From an optimization exercise on the open Yosys and OpenROAD flow, aimed at small area, a short achievable clock period and few clock cycles per item; shortcuts taken in it are not production practice. In this exercise RTL edits were held to simulation tests only and were not proved equivalent to the original. Power and IR drop assume default switching activity.

==> job 2891: inputs <==
==> flow/design.v (excerpt) <==
module inter_pred_top #(
	parameter int ADDR_W = pred_pkg::ADDR_W
) (
	input wire logic clk,
	input wire logic rst_i,
	input wire logic ref_row_wr_i,
	input wire logic [2:0] ref_row_idx_i,
	input wire pred_pkg::win_row_t ref_row_i,
	input wire logic start_i,
	input wire logic [ADDR_W-1:0] blk_addr_i,
	input wire logic [pred_pkg::FRAC_W-1:0] frac_x_i,
	input wire logic [pred_pkg::FRAC_W-1:0] frac_y_i,
	output logic busy_o,
	output logic done_o,
	input wire logic [ADDR_W-1:0] rd_addr_i,
	output logic [pred_pkg::BLK*pred_pkg::BLK*pred_pkg::PIX_W-1:0] pred_o
);
	logic launch;
	logic early;
	logic first;
	logic [7:0] pos;
	pred_pkg::win_row_t row;
	logic [pred_pkg::FRAC_W-1:0] step_frac_x;
	logic [pred_pkg::FRAC_W-1:0] vert_frac_y;
	logic wr;
	logic [pred_pkg::ROW_W-1:0] wr_row;
	logic [ADDR_W-1:0] wr_blk_addr;
	pred_pkg::blk_row_t wr_pix;
	pred_fsm #(.ADDR_W(ADDR_W)) u_fsm (
		.clk(clk),
		.rst_i(rst_i),
		.start_i(start_i),
		.frac_x_i(frac_x_i),
		.frac_y_i(frac_y_i),
		.blk_addr_i(blk_addr_i),
		.pos_i(pos),
		.early_o(early),
		.launch_o(launch),
		.busy_o(busy_o),
		.first_o(first),
		.step_frac_x_o(step_frac_x),
		.vert_frac_y_o(vert_frac_y),
		.wr_blk_addr_o(wr_blk_addr)
	);
	pred_step_counter u_counter (
		.clk(clk),
		.rst_i(rst_i),
		.launch_i(launch),
		.early_i(early),
		.pos_o(pos),
		.wr_o(wr),
		.wr_row_o(wr_row),
		.done_o(done_o)
	);
	ref_window u_window (
		.clk(clk),
  ...
export LEC_CHECK = 0
export CAP_MARGIN = 20
export CORE_MARGIN = 2
export CORE_UTILIZATION = 40
export CTS_CLUSTER_DIAMETER = 80
export CTS_CLUSTER_SIZE = 30
export SETUP_SLACK_MARGIN = 4.7
export SLEW_MARGIN = 20
create_clock -name core_clock -period 8.0 [get_ports {clk}]
run.sh (not shown) runs the stock make flow with config.mk's settings and CLKGATE_MAP_FILE= SYNTH_SCRIPT=/design/flow/synth_recipe.tcl, a recipe that flattens the netlist after the stock synthesis.
==> job 3131 (differences from job 2891) <==
--- a/flow/design.v
+++ b/flow/design.v
@@ -24,22 +24,28 @@
 	input wire logic start_i,
 	input wire logic [pred_pkg::FRAC_W-1:0] frac_x_i,
 	input wire logic [pred_pkg::FRAC_W-1:0] frac_y_i,
 	input wire logic [ADDR_W-1:0] blk_addr_i,
 	input wire logic [7:0] pos_i,
+	input wire logic phase_i,
 	output logic early_o,
 	output logic launch_o,
 	output logic busy_o,
 	output logic first_o,
 	output logic [pred_pkg::FRAC_W-1:0] step_frac_x_o,
 	output logic [pred_pkg::FRAC_W-1:0] vert_frac_y_o,
-	output logic [ADDR_W-1:0] wr_blk_addr_o
+	output logic [ADDR_W-1:0] wr_blk_addr_o,
+	output logic wr_early_o
 );
 	localparam int FW = pred_pkg::FRAC_W;
 	logic pend_q;
 	logic start_acc;
 	logic stage_busy;
+	logic stage_free_next;
+	logic a0;
+	logic bearly_q;
+	logic wearly_q;
 	logic take;
 	logic [FW-1:0] pfx_q;
 	logic [FW-1:0] pfy_q;
 	logic [ADDR_W-1:0] paddr_q;
 	logic [FW-1:0] bfx_q;
@@ -47,20 +53,22 @@
 	logic [ADDR_W-1:0] baddr_q;
 	logic [FW-1:0] vfy_q;
 	logic [ADDR_W-1:0] waddr_q;
 	assign start_acc = start_i && !pend_q;
 	assign stage_busy = |pos_i[4:0];
-	assign early_o = start_acc && !stage_busy;
-	assign launch_o = (pend_q || start_acc) && pos_i[4];
+	assign stage_free_next = !(|pos_i[3:0]);
+	assign a0 = pend_q ? paddr_q[0] : blk_addr_i[0];
+	assign early_o = start_acc && !stage_busy && (phase_i != blk_addr_i[0]);
+	assign launch_o = (pend_q || start_acc) && !early_o && stage_free_next && (phase_i == a0);
 	assign take = early_o || launch_o;
 	assign busy_o = pend_q;
 	assign first_o = pos_i[0] || early_o;
 	always_ff @(posedge clk) begin
 		if (rst_i) begin
 			pend_q <= 1'b0;
 		end else begin
-			pend_q <= (pend_q || start_acc) && stage_busy && !pos_i[4];
+			pend_q <= (pend_q || start_acc) && !early_o && !launch_o;
 		end
 	end
 	always_ff @(posedge clk) begin
 		if (start_acc) begin
 			pfx_q <= frac_x_i;
@@ -71,48 +79,55 @@
 	always_ff @(posedge clk) begin
 		if (take) begin
 			bfx_q <= pend_q ? pfx_q : frac_x_i;
 			bfy_q <= pend_q ? pfy_q : frac_y_i;
 			baddr_q <= pend_q ? paddr_q : blk_addr_i;
+			bearly_q <= early_o;
 		end
 	end
 	always_ff @(posedge clk) begin
 		if (pos_i[1]) begin
 			vfy_q <= bfy_q;  
 		end
 		if (pos_i[3]) begin
 			waddr_q <= baddr_q;  
+			wearly_q <= bearly_q;
 		end
 	end
 	assign step_frac_x_o = early_o ? frac_x_i : bfx_q;
 	assign vert_frac_y_o = vfy_q;
 	assign wr_blk_addr_o = waddr_q;
+	assign wr_early_o = wearly_q;
 endmodule
 `default_nettype wire
 `timescale 1ns/10ps
 `default_nettype none
 module pred_step_counter (
 	input wire logic clk,
 	input wire logic rst_i,
 	input wire logic launch_i,  
 	input wire logic early_i,  
+	input wire logic wr_early_i,  
 	output logic [7:0] pos_o,
 	output logic wr_o,
 	output logic [pred_pkg::ROW_W-1:0] wr_row_o,
 	output logic done_o
 );
 	logic [7:0] pos_q;
+	logic done_dly_q;
 	assign pos_o = pos_q;
 	assign wr_o = |pos_q[7:4];
 	assign wr_row_o = {pos_q[6] | pos_q[7], pos_q[5] | pos_q[7]};
 	always_ff @(posedge clk) begin
 		if (rst_i) begin
 			pos_q <= '0;
 			done_o <= 1'b0;
+			done_dly_q <= 1'b0;
 		end else begin
 			pos_q <= {pos_q[6:1], pos_q[0] | early_i, launch_i};
-			done_o <= pos_q[7];  
+			done_o <= (pos_q[7] && !wr_early_i) || done_dly_q;
+			done_dly_q <= pos_q[7] && wr_early_i;
 		end
 	end
 endmodule
 `default_nettype wire
 `timescale 1ns/10ps
@@ -218,34 +233,51 @@
 	input wire logic wr_i,
 	input wire logic [pred_pkg::ROW_W-1:0] wr_row_i,
 	input wire logic [ADDR_W-1:0] wr_blk_addr_i,
 	input wire pred_pkg::blk_row_t wr_pix_i,
 	input wire logic [ADDR_W-1:0] rd_addr_i,
+	output logic phase_o,
 	output logic [pred_pkg::BLK*pred_pkg::BLK*pred_pkg::PIX_W-1:0] pred_o
 );
 	localparam int BLK = pred_pkg::BLK;
 	localparam int RW = pred_pkg::ROW_W;
-	localparam int DEPTH = 1 << ADDR_W;
+	localparam int NP = 1 << (ADDR_W - 1);
 	localparam int BW = BLK*BLK*pred_pkg::PIX_W;
 	localparam int ROWB = BLK*pred_pkg::PIX_W;
-	logic [BW-1:0] mem [DEPTH];
-	logic [DEPTH-1:0] rd_sel;
+	logic phase_q;
+	logic [BW-1:0] slot_x [NP];
+	logic [BW-1:0] slot_y [NP];
+	logic [NP-1:0] sel_x;
+	logic [NP-1:0] sel_y;
 	logic [BW-1:0] rd_data;
-	for (genvar a = 0; a < DEPTH; a++) begin : g_blk
+	always_ff @(posedge clk) begin
+		phase_q <= ~phase_q;
+	end
+	assign phase_o = phase_q;
+	for (genvar m = 0; m < NP; m++) begin : g_pair
 		for (genvar r = 0; r < BLK; r++) begin : g_row
-			always_ff @(posedge clk) begin
-				if (wr_i && (wr_blk_addr_i == ADDR_W'(a)) && (wr_row_i == RW'(r))) begin
-					mem[a][r*ROWB +: ROWB] <= wr_pix_i;
+			logic ins;
+			assign ins = wr_i && (wr_row_i == RW'(r)) && (wr_blk_addr_i[ADDR_W-1:1] == (ADDR_W-1)'(m));
+			if (r % 2 == 0) begin : g_even
+				always_ff @(posedge clk) begin
+					slot_x[m][r*ROWB +: ROWB] <= ins ? wr_pix_i : slot_y[m][r*ROWB +: ROWB];
+					slot_y[m][r*ROWB +: ROWB] <= slot_x[m][r*ROWB +: ROWB];
+				end
+			end else begin : g_odd
+				always_ff @(posedge clk) begin
+					slot_x[m][r*ROWB +: ROWB] <= slot_y[m][r*ROWB +: ROWB];
+					slot_y[m][r*ROWB +: ROWB] <= ins ? wr_pix_i : slot_x[m][r*ROWB +: ROWB];
 				end
 			end
 		end
-		assign rd_sel[a] = (rd_addr_i == ADDR_W'(a));
+		assign sel_x[m] = (rd_addr_i[ADDR_W-1:1] == (ADDR_W-1)'(m)) && (rd_addr_i[0] == phase_q);
+		assign sel_y[m] = (rd_addr_i[ADDR_W-1:1] == (ADDR_W-1)'(m)) && (rd_addr_i[0] != phase_q);
 	end
 	always_comb begin
 		rd_data = '0;
-		for (int a = 0; a < DEPTH; a++) begin
-			rd_data = rd_data | ({BW{rd_sel[a]}} & mem[a]);
+		for (int m = 0; m < NP; m++) begin
+			rd_data = rd_data | ({BW{sel_x[m]}} & slot_x[m]) | ({BW{sel_y[m]}} & slot_y[m]);
 		end
 	end
 	always_ff @(posedge clk) begin
 		pred_o <= rd_data;  
 	end
@@ -272,10 +304,12 @@
 );
 	logic launch;
 	logic early;
 	logic first;
 	logic [7:0] pos;
+	logic phase;
+	logic wr_early;
 	pred_pkg::win_row_t row;
 	logic [pred_pkg::FRAC_W-1:0] step_frac_x;
 	logic [pred_pkg::FRAC_W-1:0] vert_frac_y;
 	logic wr;
 	logic [pred_pkg::ROW_W-1:0] wr_row;
@@ -287,23 +321,26 @@
 		.start_i(start_i),
 		.frac_x_i(frac_x_i),
 		.frac_y_i(frac_y_i),
 		.blk_addr_i(blk_addr_i),
 		.pos_i(pos),
+		.phase_i(phase),
 		.early_o(early),
 		.launch_o(launch),
 		.busy_o(busy_o),
 		.first_o(first),
 		.step_frac_x_o(step_frac_x),
 		.vert_frac_y_o(vert_frac_y),
-		.wr_blk_addr_o(wr_blk_addr)
+		.wr_blk_addr_o(wr_blk_addr),
+		.wr_early_o(wr_early)
 	);
 	pred_step_counter u_counter (
 		.clk(clk),
 		.rst_i(rst_i),
 		.launch_i(launch),
 		.early_i(early),
+		.wr_early_i(wr_early),
 		.pos_o(pos),
 		.wr_o(wr),
 		.wr_row_o(wr_row),
 		.done_o(done_o)
 	);
@@ -327,9 +364,10 @@
 		.wr_i(wr),
 		.wr_row_i(wr_row),
 		.wr_blk_addr_i(wr_blk_addr),
 		.wr_pix_i(wr_pix),
 		.rd_addr_i(rd_addr_i),
+		.phase_o(phase),
 		.pred_o(pred_o)
 	);
 endmodule
 `default_nettype wire
==> job 1518 (differences from job 2891) <==
--- a/flow/design.v
+++ b/flow/design.v
@@ -24,22 +24,28 @@
 	input wire logic start_i,
 	input wire logic [pred_pkg::FRAC_W-1:0] frac_x_i,
 	input wire logic [pred_pkg::FRAC_W-1:0] frac_y_i,
 	input wire logic [ADDR_W-1:0] blk_addr_i,
 	input wire logic [7:0] pos_i,
+	input wire logic phase_i,
 	output logic early_o,
 	output logic launch_o,
 	output logic busy_o,
 	output logic first_o,
 	output logic [pred_pkg::FRAC_W-1:0] step_frac_x_o,
 	output logic [pred_pkg::FRAC_W-1:0] vert_frac_y_o,
-	output logic [ADDR_W-1:0] wr_blk_addr_o
+	output logic [ADDR_W-1:0] wr_blk_addr_o,
+	output logic wr_early_o
 );
 	localparam int FW = pred_pkg::FRAC_W;
 	logic pend_q;
 	logic start_acc;
 	logic stage_busy;
+	logic stage_free_next;
+	logic a0;
+	logic bearly_q;
+	logic wearly_q;
 	logic take;
 	logic [FW-1:0] pfx_q;
 	logic [FW-1:0] pfy_q;
 	logic [ADDR_W-1:0] paddr_q;
 	logic [FW-1:0] bfx_q;
@@ -47,20 +53,22 @@
 	logic [ADDR_W-1:0] baddr_q;
 	logic [FW-1:0] vfy_q;
 	logic [ADDR_W-1:0] waddr_q;
 	assign start_acc = start_i && !pend_q;
 	assign stage_busy = |pos_i[4:0];
-	assign early_o = start_acc && !stage_busy;
-	assign launch_o = (pend_q || start_acc) && pos_i[4];
+	assign stage_free_next = !(|pos_i[3:0]);
+	assign a0 = pend_q ? paddr_q[0] : blk_addr_i[0];
+	assign early_o = start_acc && !stage_busy && (phase_i != blk_addr_i[0]);
+	assign launch_o = (pend_q || start_acc) && !early_o && stage_free_next && (phase_i == a0);
 	assign take = early_o || launch_o;
 	assign busy_o = pend_q;
 	assign first_o = pos_i[0] || early_o;
 	always_ff @(posedge clk) begin
 		if (rst_i) begin
 			pend_q <= 1'b0;
 		end else begin
-			pend_q <= (pend_q || start_acc) && stage_busy && !pos_i[4];
+			pend_q <= (pend_q || start_acc) && !early_o && !launch_o;
 		end
 	end
 	always_ff @(posedge clk) begin
 		if (start_acc) begin
 			pfx_q <= frac_x_i;
@@ -71,48 +79,55 @@
 	always_ff @(posedge clk) begin
 		if (take) begin
 			bfx_q <= pend_q ? pfx_q : frac_x_i;
 			bfy_q <= pend_q ? pfy_q : frac_y_i;
 			baddr_q <= pend_q ? paddr_q : blk_addr_i;
+			bearly_q <= early_o;
 		end
 	end
 	always_ff @(posedge clk) begin
 		if (pos_i[1]) begin
 			vfy_q <= bfy_q;  
 		end
 		if (pos_i[3]) begin
 			waddr_q <= baddr_q;  
+			wearly_q <= bearly_q;
 		end
 	end
 	assign step_frac_x_o = early_o ? frac_x_i : bfx_q;
 	assign vert_frac_y_o = vfy_q;
 	assign wr_blk_addr_o = waddr_q;
+	assign wr_early_o = wearly_q;
 endmodule
 `default_nettype wire
 `timescale 1ns/10ps
 `default_nettype none
 module pred_step_counter (
 	input wire logic clk,
 	input wire logic rst_i,
 	input wire logic launch_i,  
 	input wire logic early_i,  
+	input wire logic wr_early_i,  
 	output logic [7:0] pos_o,
 	output logic wr_o,
 	output logic [pred_pkg::ROW_W-1:0] wr_row_o,
 	output logic done_o
 );
 	logic [7:0] pos_q;
+	logic done_dly_q;
 	assign pos_o = pos_q;
 	assign wr_o = |pos_q[7:4];
 	assign wr_row_o = {pos_q[6] | pos_q[7], pos_q[5] | pos_q[7]};
 	always_ff @(posedge clk) begin
 		if (rst_i) begin
 			pos_q <= '0;
 			done_o <= 1'b0;
+			done_dly_q <= 1'b0;
 		end else begin
 			pos_q <= {pos_q[6:1], pos_q[0] | early_i, launch_i};
-			done_o <= pos_q[7];  
+			done_o <= (pos_q[7] && !wr_early_i) || done_dly_q;
+			done_dly_q <= pos_q[7] && wr_early_i;
 		end
 	end
 endmodule
 `default_nettype wire
 `timescale 1ns/10ps
@@ -218,34 +233,51 @@
 	input wire logic wr_i,
 	input wire logic [pred_pkg::ROW_W-1:0] wr_row_i,
 	input wire logic [ADDR_W-1:0] wr_blk_addr_i,
 	input wire pred_pkg::blk_row_t wr_pix_i,
 	input wire logic [ADDR_W-1:0] rd_addr_i,
+	output logic phase_o,
 	output logic [pred_pkg::BLK*pred_pkg::BLK*pred_pkg::PIX_W-1:0] pred_o
 );
 	localparam int BLK = pred_pkg::BLK;
 	localparam int RW = pred_pkg::ROW_W;
-	localparam int DEPTH = 1 << ADDR_W;
+	localparam int NP = 1 << (ADDR_W - 1);
 	localparam int BW = BLK*BLK*pred_pkg::PIX_W;
 	localparam int ROWB = BLK*pred_pkg::PIX_W;
-	logic [BW-1:0] mem [DEPTH];
-	logic [DEPTH-1:0] rd_sel;
+	logic phase_q;
+	logic [BW-1:0] slot_x [NP];
+	logic [BW-1:0] slot_y [NP];
+	logic [NP-1:0] sel_x;
+	logic [NP-1:0] sel_y;
 	logic [BW-1:0] rd_data;
-	for (genvar a = 0; a < DEPTH; a++) begin : g_blk
+	always_ff @(posedge clk) begin
+		phase_q <= ~phase_q;
+	end
+	assign phase_o = phase_q;
+	for (genvar m = 0; m < NP; m++) begin : g_pair
 		for (genvar r = 0; r < BLK; r++) begin : g_row
-			always_ff @(posedge clk) begin
-				if (wr_i && (wr_blk_addr_i == ADDR_W'(a)) && (wr_row_i == RW'(r))) begin
-					mem[a][r*ROWB +: ROWB] <= wr_pix_i;
+			logic ins;
+			assign ins = wr_i && (wr_row_i == RW'(r)) && (wr_blk_addr_i[ADDR_W-1:1] == (ADDR_W-1)'(m));
+			if (r % 2 == 0) begin : g_even
+				always_ff @(posedge clk) begin
+					slot_x[m][r*ROWB +: ROWB] <= ins ? wr_pix_i : slot_y[m][r*ROWB +: ROWB];
+					slot_y[m][r*ROWB +: ROWB] <= slot_x[m][r*ROWB +: ROWB];
+				end
+			end else begin : g_odd
+				always_ff @(posedge clk) begin
+					slot_x[m][r*ROWB +: ROWB] <= slot_y[m][r*ROWB +: ROWB];
+					slot_y[m][r*ROWB +: ROWB] <= ins ? wr_pix_i : slot_x[m][r*ROWB +: ROWB];
 				end
 			end
 		end
-		assign rd_sel[a] = (rd_addr_i == ADDR_W'(a));
+		assign sel_x[m] = (rd_addr_i[ADDR_W-1:1] == (ADDR_W-1)'(m)) && (rd_addr_i[0] == phase_q);
+		assign sel_y[m] = (rd_addr_i[ADDR_W-1:1] == (ADDR_W-1)'(m)) && (rd_addr_i[0] != phase_q);
 	end
 	always_comb begin
 		rd_data = '0;
-		for (int a = 0; a < DEPTH; a++) begin
-			rd_data = rd_data | ({BW{rd_sel[a]}} & mem[a]);
+		for (int m = 0; m < NP; m++) begin
+			rd_data = rd_data | ({BW{sel_x[m]}} & slot_x[m]) | ({BW{sel_y[m]}} & slot_y[m]);
 		end
 	end
 	always_ff @(posedge clk) begin
 		pred_o <= rd_data;  
 	end
@@ -272,10 +304,12 @@
 );
 	logic launch;
 	logic early;
 	logic first;
 	logic [7:0] pos;
+	logic phase;
+	logic wr_early;
 	pred_pkg::win_row_t row;
 	logic [pred_pkg::FRAC_W-1:0] step_frac_x;
 	logic [pred_pkg::FRAC_W-1:0] vert_frac_y;
 	logic wr;
 	logic [pred_pkg::ROW_W-1:0] wr_row;
@@ -287,23 +321,26 @@
 		.start_i(start_i),
 		.frac_x_i(frac_x_i),
 		.frac_y_i(frac_y_i),
 		.blk_addr_i(blk_addr_i),
 		.pos_i(pos),
+		.phase_i(phase),
 		.early_o(early),
 		.launch_o(launch),
 		.busy_o(busy_o),
 		.first_o(first),
 		.step_frac_x_o(step_frac_x),
 		.vert_frac_y_o(vert_frac_y),
-		.wr_blk_addr_o(wr_blk_addr)
+		.wr_blk_addr_o(wr_blk_addr),
+		.wr_early_o(wr_early)
 	);
 	pred_step_counter u_counter (
 		.clk(clk),
 		.rst_i(rst_i),
 		.launch_i(launch),
 		.early_i(early),
+		.wr_early_i(wr_early),
 		.pos_o(pos),
 		.wr_o(wr),
 		.wr_row_o(wr_row),
 		.done_o(done_o)
 	);
@@ -327,9 +364,10 @@
 		.wr_i(wr),
 		.wr_row_i(wr_row),
 		.wr_blk_addr_i(wr_blk_addr),
 		.wr_pix_i(wr_pix),
 		.rd_addr_i(rd_addr_i),
+		.phase_o(phase),
 		.pred_o(pred_o)
 	);
 endmodule
 `default_nettype wire
CORE_UTILIZATION = 55   (was 40)
SETUP_SLACK_MARGIN = 4.8   (was 4.7)
==> job 6828 (differences from job 2891) <==
--- a/flow/design.v
+++ b/flow/design.v
@@ -24,22 +24,28 @@
 	input wire logic start_i,
 	input wire logic [pred_pkg::FRAC_W-1:0] frac_x_i,
 	input wire logic [pred_pkg::FRAC_W-1:0] frac_y_i,
 	input wire logic [ADDR_W-1:0] blk_addr_i,
 	input wire logic [7:0] pos_i,
+	input wire logic phase_i,
 	output logic early_o,
 	output logic launch_o,
 	output logic busy_o,
 	output logic first_o,
 	output logic [pred_pkg::FRAC_W-1:0] step_frac_x_o,
 	output logic [pred_pkg::FRAC_W-1:0] vert_frac_y_o,
-	output logic [ADDR_W-1:0] wr_blk_addr_o
+	output logic [ADDR_W-1:0] wr_blk_addr_o,
+	output logic wr_early_o
 );
 	localparam int FW = pred_pkg::FRAC_W;
 	logic pend_q;
 	logic start_acc;
 	logic stage_busy;
+	logic stage_free_next;
+	logic a0;
+	logic bearly_q;
+	logic wearly_q;
 	logic take;
 	logic [FW-1:0] pfx_q;
 	logic [FW-1:0] pfy_q;
 	logic [ADDR_W-1:0] paddr_q;
 	logic [FW-1:0] bfx_q;
@@ -47,20 +53,22 @@
 	logic [ADDR_W-1:0] baddr_q;
 	logic [FW-1:0] vfy_q;
 	logic [ADDR_W-1:0] waddr_q;
 	assign start_acc = start_i && !pend_q;
 	assign stage_busy = |pos_i[4:0];
-	assign early_o = start_acc && !stage_busy;
-	assign launch_o = (pend_q || start_acc) && pos_i[4];
+	assign stage_free_next = !(|pos_i[3:0]);
+	assign a0 = pend_q ? paddr_q[0] : blk_addr_i[0];
+	assign early_o = start_acc && !stage_busy && (phase_i != blk_addr_i[0]);
+	assign launch_o = (pend_q || start_acc) && !early_o && stage_free_next && (phase_i == a0);
 	assign take = early_o || launch_o;
 	assign busy_o = pend_q;
 	assign first_o = pos_i[0] || early_o;
 	always_ff @(posedge clk) begin
 		if (rst_i) begin
 			pend_q <= 1'b0;
 		end else begin
-			pend_q <= (pend_q || start_acc) && stage_busy && !pos_i[4];
+			pend_q <= (pend_q || start_acc) && !early_o && !launch_o;
 		end
 	end
 	always_ff @(posedge clk) begin
 		if (start_acc) begin
 			pfx_q <= frac_x_i;
@@ -71,48 +79,55 @@
 	always_ff @(posedge clk) begin
 		if (take) begin
 			bfx_q <= pend_q ? pfx_q : frac_x_i;
 			bfy_q <= pend_q ? pfy_q : frac_y_i;
 			baddr_q <= pend_q ? paddr_q : blk_addr_i;
+			bearly_q <= early_o;
 		end
 	end
 	always_ff @(posedge clk) begin
 		if (pos_i[1]) begin
 			vfy_q <= bfy_q;  
 		end
 		if (pos_i[3]) begin
 			waddr_q <= baddr_q;  
+			wearly_q <= bearly_q;
 		end
 	end
 	assign step_frac_x_o = early_o ? frac_x_i : bfx_q;
 	assign vert_frac_y_o = vfy_q;
 	assign wr_blk_addr_o = waddr_q;
+	assign wr_early_o = wearly_q;
 endmodule
 `default_nettype wire
 `timescale 1ns/10ps
 `default_nettype none
 module pred_step_counter (
 	input wire logic clk,
 	input wire logic rst_i,
 	input wire logic launch_i,  
 	input wire logic early_i,  
+	input wire logic wr_early_i,  
 	output logic [7:0] pos_o,
 	output logic wr_o,
 	output logic [pred_pkg::ROW_W-1:0] wr_row_o,
 	output logic done_o
 );
 	logic [7:0] pos_q;
+	logic done_dly_q;
 	assign pos_o = pos_q;
 	assign wr_o = |pos_q[7:4];
 	assign wr_row_o = {pos_q[6] | pos_q[7], pos_q[5] | pos_q[7]};
 	always_ff @(posedge clk) begin
 		if (rst_i) begin
 			pos_q <= '0;
 			done_o <= 1'b0;
+			done_dly_q <= 1'b0;
 		end else begin
 			pos_q <= {pos_q[6:1], pos_q[0] | early_i, launch_i};
-			done_o <= pos_q[7];  
+			done_o <= (pos_q[7] && !wr_early_i) || done_dly_q;
+			done_dly_q <= pos_q[7] && wr_early_i;
 		end
 	end
 endmodule
 `default_nettype wire
 `timescale 1ns/10ps
@@ -218,34 +233,51 @@
 	input wire logic wr_i,
 	input wire logic [pred_pkg::ROW_W-1:0] wr_row_i,
 	input wire logic [ADDR_W-1:0] wr_blk_addr_i,
 	input wire pred_pkg::blk_row_t wr_pix_i,
 	input wire logic [ADDR_W-1:0] rd_addr_i,
+	output logic phase_o,
 	output logic [pred_pkg::BLK*pred_pkg::BLK*pred_pkg::PIX_W-1:0] pred_o
 );
 	localparam int BLK = pred_pkg::BLK;
 	localparam int RW = pred_pkg::ROW_W;
-	localparam int DEPTH = 1 << ADDR_W;
+	localparam int NP = 1 << (ADDR_W - 1);
 	localparam int BW = BLK*BLK*pred_pkg::PIX_W;
 	localparam int ROWB = BLK*pred_pkg::PIX_W;
-	logic [BW-1:0] mem [DEPTH];
-	logic [DEPTH-1:0] rd_sel;
+	logic phase_q;
+	logic [BW-1:0] slot_x [NP];
+	logic [BW-1:0] slot_y [NP];
+	logic [NP-1:0] sel_x;
+	logic [NP-1:0] sel_y;
 	logic [BW-1:0] rd_data;
-	for (genvar a = 0; a < DEPTH; a++) begin : g_blk
+	always_ff @(posedge clk) begin
+		phase_q <= ~phase_q;
+	end
+	assign phase_o = phase_q;
+	for (genvar m = 0; m < NP; m++) begin : g_pair
 		for (genvar r = 0; r < BLK; r++) begin : g_row
-			always_ff @(posedge clk) begin
-				if (wr_i && (wr_blk_addr_i == ADDR_W'(a)) && (wr_row_i == RW'(r))) begin
-					mem[a][r*ROWB +: ROWB] <= wr_pix_i;
+			logic ins;
+			assign ins = wr_i && (wr_row_i == RW'(r)) && (wr_blk_addr_i[ADDR_W-1:1] == (ADDR_W-1)'(m));
+			if (r % 2 == 0) begin : g_even
+				always_ff @(posedge clk) begin
+					slot_x[m][r*ROWB +: ROWB] <= ins ? wr_pix_i : slot_y[m][r*ROWB +: ROWB];
+					slot_y[m][r*ROWB +: ROWB] <= slot_x[m][r*ROWB +: ROWB];
+				end
+			end else begin : g_odd
+				always_ff @(posedge clk) begin
+					slot_x[m][r*ROWB +: ROWB] <= slot_y[m][r*ROWB +: ROWB];
+					slot_y[m][r*ROWB +: ROWB] <= ins ? wr_pix_i : slot_x[m][r*ROWB +: ROWB];
 				end
 			end
 		end
-		assign rd_sel[a] = (rd_addr_i == ADDR_W'(a));
+		assign sel_x[m] = (rd_addr_i[ADDR_W-1:1] == (ADDR_W-1)'(m)) && (rd_addr_i[0] == phase_q);
+		assign sel_y[m] = (rd_addr_i[ADDR_W-1:1] == (ADDR_W-1)'(m)) && (rd_addr_i[0] != phase_q);
 	end
 	always_comb begin
 		rd_data = '0;
-		for (int a = 0; a < DEPTH; a++) begin
-			rd_data = rd_data | ({BW{rd_sel[a]}} & mem[a]);
+		for (int m = 0; m < NP; m++) begin
+			rd_data = rd_data | ({BW{sel_x[m]}} & slot_x[m]) | ({BW{sel_y[m]}} & slot_y[m]);
 		end
 	end
 	always_ff @(posedge clk) begin
 		pred_o <= rd_data;  
 	end
@@ -272,10 +304,12 @@
 );
 	logic launch;
 	logic early;
 	logic first;
 	logic [7:0] pos;
+	logic phase;
+	logic wr_early;
 	pred_pkg::win_row_t row;
 	logic [pred_pkg::FRAC_W-1:0] step_frac_x;
 	logic [pred_pkg::FRAC_W-1:0] vert_frac_y;
 	logic wr;
 	logic [pred_pkg::ROW_W-1:0] wr_row;
@@ -287,23 +321,26 @@
 		.start_i(start_i),
 		.frac_x_i(frac_x_i),
 		.frac_y_i(frac_y_i),
 		.blk_addr_i(blk_addr_i),
 		.pos_i(pos),
+		.phase_i(phase),
 		.early_o(early),
 		.launch_o(launch),
 		.busy_o(busy_o),
 		.first_o(first),
 		.step_frac_x_o(step_frac_x),
 		.vert_frac_y_o(vert_frac_y),
-		.wr_blk_addr_o(wr_blk_addr)
+		.wr_blk_addr_o(wr_blk_addr),
+		.wr_early_o(wr_early)
 	);
 	pred_step_counter u_counter (
 		.clk(clk),
 		.rst_i(rst_i),
 		.launch_i(launch),
 		.early_i(early),
+		.wr_early_i(wr_early),
 		.pos_o(pos),
 		.wr_o(wr),
 		.wr_row_o(wr_row),
 		.done_o(done_o)
 	);
@@ -327,9 +364,10 @@
 		.wr_i(wr),
 		.wr_row_i(wr_row),
 		.wr_blk_addr_i(wr_blk_addr),
 		.wr_pix_i(wr_pix),
 		.rd_addr_i(rd_addr_i),
+		.phase_o(phase),
 		.pred_o(pred_o)
 	);
 endmodule
 `default_nettype wire
SETUP_SLACK_MARGIN = 4.5   (was 4.7)
==> summary.txt <==
Of job 2891 and job 1518, job 2891 has the higher total power (gap 45%, measured against job 1518).
Job 1518 produced a clean layout. Job 3131 completed with no timing, DRC or antenna violations. Job 6828 produced a clean layout. Job 2891 completed without violations.
In clock power, job 2891 and job 1518 hardly differ.
Of job 6828 and job 2891, job 2891 has the higher combinational power (gap about 40%, measured against job 2891).
Of job 6828 and job 3131, job 6828 has the higher global-route usage (gap 0.092 points).
Sequential share of layout area: job 2891 is higher than job 1518 (11 points).
Setup slack, lowest first: job 6828, job 2891, job 1518, job 3131.
Of job 2891 and job 1518, job 2891 has the higher area after synthesis (gap 13%, measured against job 1518).
Testbench counts of job 2891, summed over its fixed seeds: cycles 1,600, blocks 256.
Testbench counts of job 3131, summed over its fixed seeds: cycles 1,608, blocks 256.
Testbench counts of job 1518, summed over its fixed seeds: cycles 1,608, blocks 256.
Testbench counts of job 6828, summed over its fixed seeds: cycles 1,608, blocks 256.

port drivers added, routing unchanged:
The flow's constraints put no driver on any port. The routed layouts listed below were extracted and timed again, unchanged, in two steps. Step 1 assumes that a clkbuf_16 drives the clock port and a buf_2 every other input. Step 2, shift: input delay + t, output delay - t, t = (earliest + latest rising clock arrival at the registers) / 2. This alone moves slack from input paths to output paths. Three values: ideal, step 1, step 2; two values: the first two.
| run | t, ns | setup slack, ns | worst hold slack (ns) | latest minus earliest clock arrival (ns) | worst slew at a driven data input, ns |
|---|---|---|---|---|---|
| job 2891 | 1.091 | 4.450 / 4.513 / 3.435 | 0.313 / 0.313 / 0.313 | 0.106 / 0.106 | 0.17 |
| job 3131 | 1.100 | 4.610 / 4.594 / 3.494 | 0.261 / 0.261 / 0.261 | 0.146 / 0.146 | 0.19 |
| job 1518 | 1.069 | 4.591 / 4.665 / 3.597 | 0.318 / 0.318 / 0.318 | 0.085 / 0.085 | 0.13 |
| job 6828 | 1.076 | 4.392 / 4.448 / 3.374 | 0.267 / 0.267 / 0.267 | 0.143 / 0.143 | 0.13 |
After both steps setup and hold are still met in every run listed. For job 3131, which loses most, drivers alone change the setup slack by -0.016 ns; drivers and shift together by -1.116 ns.
